Source: an optimization exercise on an open RTL-to-GDS flow (aim: small area, a short achievable clock period and few clock cycles per item). Production flows keep margins and buffers that such runs may drop. RTL that was checked went through simulation tests only; none was proved equivalent to the original. No activity file was given, so power comes from the tool's default toggle rates.

==> module lphs_datapath, before the edit <==
module lphs_datapath (
   input  logic                                clock,
   input  logic                                reset,
   input  logic                                accept,
   input  logic [lphs_pkg::CMD_W-1:0]          cmd,
   input  logic [lphs_pkg::REQ_KEY_W-1:0]      key,
   input  logic [lphs_pkg::MAX_W-1:0]          max_entries,
   output logic                                res_valid,
   output logic [lphs_pkg::STATUS_W-1:0]       res_status,
   output logic [lphs_pkg::SLOTS-1:0]          res_sel,
   output logic [lphs_pkg::RSP_COUNT_W-1:0]    res_count
);
   localparam int N = lphs_pkg::SLOTS;
   logic [31:0]  key_q [N];
   logic [N-1:0] used_q, empty_q;
   logic [4:0]   count_q;
   logic         v_q, ins_q, rem_q, rf_q;
   logic [31:0]  rkey_q;
   logic [N-1:0] eq_q;
   logic         eq_k;
   logic [N-1:0] eq_in;
   assign eq_k = (key == rkey_q);
   always_comb begin
      for (int s = 0; s < N; s++) begin
         eq_in[s] = used_q[s] ? (key == key_q[s]) : eq_k;
      end
   end
   function automatic logic [N-1:0] circ_first(input logic [N-1:0] v, input logic [N-1:0] m);
      logic [N-1:0] vh;
      logic [N:0]   p_h, p_v;
      vh     = v & m;
      p_h[0] = 1'b0;
      p_v[0] = 1'b0;
      for (int s = 0; s < N; s++) begin
         p_h[s+1] = p_h[s] | vh[s];
         p_v[s+1] = p_v[s] | v[s];
      end
      for (int s = 0; s < N; s++) begin
         circ_first[s] = v[s] & (m[s] ? !p_h[s] : !(p_h[N] | p_v[s]));
      end
   endfunction
   function automatic logic [N-1:0] circ_before(input logic [N-1:0] v, input logic [N-1:0] m);
      logic [N-1:0] vh;
      logic [N:0]   p_h, p_v;
      vh     = v & m;
      p_h[0] = 1'b0;
      p_v[0] = 1'b0;
      for (int s = 0; s < N; s++) begin
         p_h[s+1] = p_h[s] | vh[s];
         p_v[s+1] = p_v[s] | v[s];
      end
      for (int s = 0; s < N; s++) begin
         circ_before[s] = m[s] ? !p_h[s] : !(p_h[N] | p_v[s]);
      end
   endfunction
   logic [N-1:0] m_in, m_q, match, first_ins, first_rf, reach, sel;
   logic         any_free, at_limit, ins_ok, hit;
   logic [4:0]   cnt_inc, cnt_dec, count_next;
   always_comb begin
      for (int s = 0; s < N; s++) begin
         m_in[s] = (4'(s) >= key[3:0]);
      end
   end
   assign match     = used_q & eq_q;
   assign first_ins = circ_first(~used_q, m_q);
   assign first_rf  = circ_first(empty_q | match, m_q);
   assign reach     = circ_before(empty_q, m_q);
   assign any_free = !(&used_q);
   assign at_limit = (count_q >= max_entries) || count_q[4];
   assign ins_ok   = ins_q && !at_limit && any_free;
   assign hit      = rf_q && |(match & reach);
   assign sel = ({N{ins_ok}} & first_ins) | ({N{rf_q}} & used_q & first_rf);
   assign cnt_inc    = count_q + 5'd1;
   assign cnt_dec    = count_q - 5'd1;
   assign count_next = ins_ok ? cnt_inc : ((rem_q && hit) ? cnt_dec : count_q);
   always_ff @(posedge clock) begin
      if (reset) begin
         v_q     <= 1'b0;
         ins_q   <= 1'b0;
         rem_q   <= 1'b0;
         rf_q    <= 1'b0;
         used_q  <= '0;
         empty_q <= '1;
         count_q <= '0;
      end else begin
         v_q     <= accept;
         ins_q   <= accept && (cmd == lphs_pkg::CMD_INSERT);
         rem_q   <= accept && (cmd == lphs_pkg::CMD_REMOVE);
         rf_q    <= accept && (cmd == lphs_pkg::CMD_REMOVE || cmd == lphs_pkg::CMD_FIND);
         count_q <= count_next;
         for (int s = 0; s < N; s++) begin
            if (ins_ok && first_ins[s]) begin
               used_q[s]  <= 1'b1;
               empty_q[s] <= 1'b0;
            end else if (rem_q && first_rf[s]) begin
               used_q[s]  <= 1'b0;
            end
         end
      end
   end
   always_ff @(posedge clock) begin
      rkey_q <= key;
      m_q    <= m_in;
      eq_q   <= eq_in;
      for (int s = 0; s < N; s++) begin
         if (!used_q[s]) begin
            key_q[s] <= rkey_q;
         end
      end
   end
   assign res_valid  = v_q;
   assign res_status = (ins_q && !ins_ok) ? lphs_pkg::ST_FULL :
                       ((ins_q || hit) ? lphs_pkg::ST_OK : lphs_pkg::ST_NOT_FOUND);
   assign res_sel    = sel;
   assign res_count  = count_next;
endmodule
make LEC_CHECK=0 ABC_CLOCK_PERIOD_IN_PS=2000 CAP_MARGIN=20 CORE_MARGIN=2 CORE_UTILIZATION=60 CTS_BUF_LIST=sky130_fd_sc_hd__clkbuf_8 CTS_CLUSTER_DIAMETER=60 CTS_CLUSTER_SIZE=16 SETUP_SLACK_MARGIN=3.4 SLEW_MARGIN=20 finish   # period 6.0 ns
run.sh (not shown) runs the stock make flow with config.mk's settings and CLKGATE_MAP_FILE= SYNTH_SCRIPT=/design/flow/synth_recipe.tcl, a recipe that flattens the netlist after the stock synthesis.
Then changed:
--- a/flow/design.v
+++ b/flow/design.v
@@ -45,30 +45,33 @@
          eq_in[s] = used_q[s] ? (key == key_q[s]) : eq_k;
       end
    end
+   function automatic logic [N:0] below_or(input logic [N-1:0] x);
+      logic [N/4-1:0] g;
+      logic [N/4:0]   gp;
+      for (int i = 0; i < N/4; i++) begin
+         g[i] = |x[4*i +: 4];
+      end
+      gp[0] = 1'b0;
+      for (int i = 0; i < N/4; i++) begin
+         gp[i+1] = |(g & (N/4)'((1 << (i + 1)) - 1));
+      end
+      for (int s = 0; s < N; s++) begin
+         below_or[s] = gp[s/4] | (|(x[4*(s/4) +: 4] & 4'((1 << (s % 4)) - 1)));
+      end
+      below_or[N] = gp[N/4];
+   endfunction
    function automatic logic [N-1:0] circ_first(input logic [N-1:0] v, input logic [N-1:0] m);
-      logic [N-1:0] vh;
-      logic [N:0]   p_h, p_v;
-      vh     = v & m;
-      p_h[0] = 1'b0;
-      p_v[0] = 1'b0;
-      for (int s = 0; s < N; s++) begin
-         p_h[s+1] = p_h[s] | vh[s];
-         p_v[s+1] = p_v[s] | v[s];
-      end
+      logic [N:0] p_h, p_v;
+      p_h = below_or(v & m);
+      p_v = below_or(v);
       for (int s = 0; s < N; s++) begin
          circ_first[s] = v[s] & (m[s] ? !p_h[s] : !(p_h[N] | p_v[s]));
       end
    endfunction
    function automatic logic [N-1:0] circ_before(input logic [N-1:0] v, input logic [N-1:0] m);
-      logic [N-1:0] vh;
-      logic [N:0]   p_h, p_v;
-      vh     = v & m;
-      p_h[0] = 1'b0;
-      p_v[0] = 1'b0;
-      for (int s = 0; s < N; s++) begin
-         p_h[s+1] = p_h[s] | vh[s];
-         p_v[s+1] = p_v[s] | v[s];
-      end
+      logic [N:0] p_h, p_v;
+      p_h = below_or(v & m);
+      p_v = below_or(v);
       for (int s = 0; s < N; s++) begin
          circ_before[s] = m[s] ? !p_h[s] : !(p_h[N] | p_v[s]);
       end
Outcome: Routed wire length decreases by 2.0%. Die area increases by 0.53%. Setup slack is better by 0.32 ns. Utilization decreases by 0.77 points. Synthesized area increases by 0.54%. Total power is about the same. Combinational power decreases by about 2%. Non-clock buffer count decreases by 18. Cell area decreases by 0.91%.
Testbench counts after the change, summed over its fixed seeds: cycles 2,424, items 2,400.
Only the layout flow was run in the first run of this note; the RTL was not checked for function there.

## afterwards: timing with drivers on the ports
In the flow no input, the clock included, has a driving cell. The finished layouts below were timed again as built, in two steps. Step 1 sets driving cells, clkbuf_16 on the clock port and buf_2 on the other inputs (assumed; they add their load-dependent delay and slew). Step 2 moves the port delays by t, midway between the first and last clock arrival at a register: inputs arrive t later, outputs are due t later. That takes back most of the time a late clock gives input paths. a / b / c = ideal ports / drivers / drivers and shift; a / b = the first two.
| run | t (ns) | setup WS [ns] | latest minus earliest clock arrival (ns) |
|---|---|---|---|
| the first run | 0.758 | 2.920 / 2.920 / 2.620 | 0.047 / 0.047 |
| the second run | 0.742 | 3.238 / 3.199 / 2.659 | 0.049 / 0.049 |
After both steps setup and hold are still met in every run listed. For the second run, which loses most, drivers alone change the setup slack by -0.039 ns; drivers and shift together by -0.579 ns.
